This is an optimization exercise on Yosys and OpenROAD, whose aim is small area, not a production implementation.
In this exercise RTL edits were held to simulation tests only and were not proved equivalent to the original.
Power figures rest on the tool's default switching activity, not on a simulated workload.

==> flow/design.v (excerpt) <==
module pcap_multi_capture #(
    parameter int NCHAN = 4,
    parameter int DW    = 32,
    parameter int ACC_W = 64
) (
    input  logic                  clk_i,
    input  logic                  reset_i,
    input  logic                  arm_i,
    input  logic                  disarm_i,
    input  logic [1:0]            capture_edge_i,
    input  logic [5:0]            shift_sum_i,
    input  logic [2*NCHAN-1:0]    chan_mode_i,
    input  logic                  enable_i,
    input  logic                  gate_i,
    input  logic                  capture_i,
    input  logic [NCHAN*DW-1:0]   posbus_i,
    output logic [DW-1:0]         dat_o,
    output logic                  dat_valid_o,
    input  logic                  dat_ready_i,
    output logic                  actv_o,
    output logic                  done_o,
    output logic [1:0]            status_o,
    output logic [1:0]            health_o
);
Settings: LEC_CHECK=0, CAP_MARGIN=10, CORE_MARGIN=2, CORE_UTILIZATION=40, CTS_BUF_LIST=sky130_fd_sc_hd__clkbuf_4 sky130_fd_sc_hd__clkbuf_8, SLEW_MARGIN=10; clock period 10.0 ns.
standard.sh (not shown) runs the stock make flow with config.mk's settings and CLKGATE_MAP_FILE= SYNTH_SCRIPT=/design/flow/synth_recipe.tcl, a recipe that flattens the netlist after the stock synthesis.
==> flow/flow/run.sh <==
#!/bin/bash
set -e
export BUFFER_PORTS_ARGS="-buffer_cell sky130_fd_sc_hd__buf_1"
export GPL_KEEP_OVERFLOW=0
export CTS_ARGS="-sink_clustering_enable -repair_clock_nets -dont_use_dummy_load -sink_clustering_size 14 -sink_clustering_max_diameter 80 -buf_list {sky130_fd_sc_hd__clkbuf_4 sky130_fd_sc_hd__clkbuf_8}"
bash standard.sh > flow_run.log 2>&1
Next try:
==> flow/flow/run.sh (replaced) <==
#!/bin/bash
set -e
export BUFFER_PORTS_ARGS="-buffer_cell sky130_fd_sc_hd__buf_1"
export CTS_ARGS="-sink_clustering_enable -repair_clock_nets -dont_use_dummy_load -sink_clustering_size 14 -sink_clustering_max_diameter 80 -buf_list {sky130_fd_sc_hd__clkbuf_4 sky130_fd_sc_hd__clkbuf_8}"
bash standard.sh > flow_run.log 2>&1
--- a/flow/config.mk
+++ b/flow/config.mk
@@ -10,3 +10,4 @@
 export CORE_UTILIZATION = 40
 export CTS_BUF_LIST = sky130_fd_sc_hd__clkbuf_4 sky130_fd_sc_hd__clkbuf_8
+export PLACE_DENSITY = 0.85
 export SLEW_MARGIN = 10
Result: The new run passed the timing, design-rule and antenna checks. Via count rose by about 4%. Setup slack gains 0.044 ns. Sequential power goes down by about 0.9%. Global-route usage climbs by 0.29 points. Power hardly moves. Cell count increases by 1.8%. Register-to-register slack gets better by 0.60 ns. Area after synthesis is unchanged. Cell area is about the same.
Next try:
--- a/flow/config.mk
+++ b/flow/config.mk
@@ -6,8 +6,7 @@
 export NUM_CORES = 4
 export LEC_CHECK = 0
-export CAP_MARGIN = 10
+export CAP_MARGIN = 20
 export CORE_MARGIN = 2
 export CORE_UTILIZATION = 40
 export CTS_BUF_LIST = sky130_fd_sc_hd__clkbuf_4 sky130_fd_sc_hd__clkbuf_8
-export PLACE_DENSITY = 0.85
-export SLEW_MARGIN = 10
+export SLEW_MARGIN = 40
What happened: The new run finished clean. Global-route usage grows by 0.25 points. Setup slack gains 0.17 ns. Clock skew climbs by 0.052 ns. Final area hardly moves. Routed wire length came out higher by 0.37%. Total power grows by 0.36%. Synthesized area stays the same. Worst hold slack is about the same.
Next try:
==> flow/flow/run.sh (replaced) <==
#!/bin/bash
set -e
export BUFFER_PORTS_ARGS="-buffer_cell sky130_fd_sc_hd__buf_1"
export CTS_ARGS="-sink_clustering_enable -repair_clock_nets -dont_use_dummy_load -buf_list {sky130_fd_sc_hd__clkbuf_4 sky130_fd_sc_hd__clkbuf_8}"
bash standard.sh > flow_run.log 2>&1
Effect: Non-clock buffer count increases by 1. Routed wire length increases by 0.56%. Setup slack loses 0.021 ns. Sequential power hardly moves. Worst hold slack loses 0.0076 ns. Design area increases by 1.8%. Via count increases by 0.94%. Final cell count increases by 1.1%. Fmax is about the same. Area after synthesis is unchanged.

## port drivers added, routing unchanged
How much do the figures lean on ideal ports? The routed layouts below were timed once more, with nothing changed but the port constraints. Step 1, drivers: a clkbuf_16 drives clk_i and a buf_2 each remaining input, both assumed. Step 2, shift: input delay + t, output delay - t, t = (earliest + latest rising clock arrival at the registers) / 2. This alone moves slack from input paths to output paths. Slacks: no drivers / after step 1 / after step 2; pairs: no drivers / after step 1.
| run | t (ns) | setup WS [ns] | worst setup path after step 2 | pins driven straight from the clock port |
|---|---|---|---|---|
| the first run | 0.760 | 0.248 / 0.284 / -0.476 | input to register | 1 |
| the second run | 0.734 | 0.293 / 0.326 / -0.408 | input to register | 1 |
| the third run | 0.751 | 0.461 / 0.499 / -0.252 | input to register | 1 |
| the fourth run | 0.800 | 0.439 / 0.477 / -0.323 | input to register | 1 |
Met with ideal ports but missed after step 2: setup timing in every run listed. The setup slack of the fourth run, which loses most, moves by +0.038 ns with the drivers and by -0.762 ns with both steps.
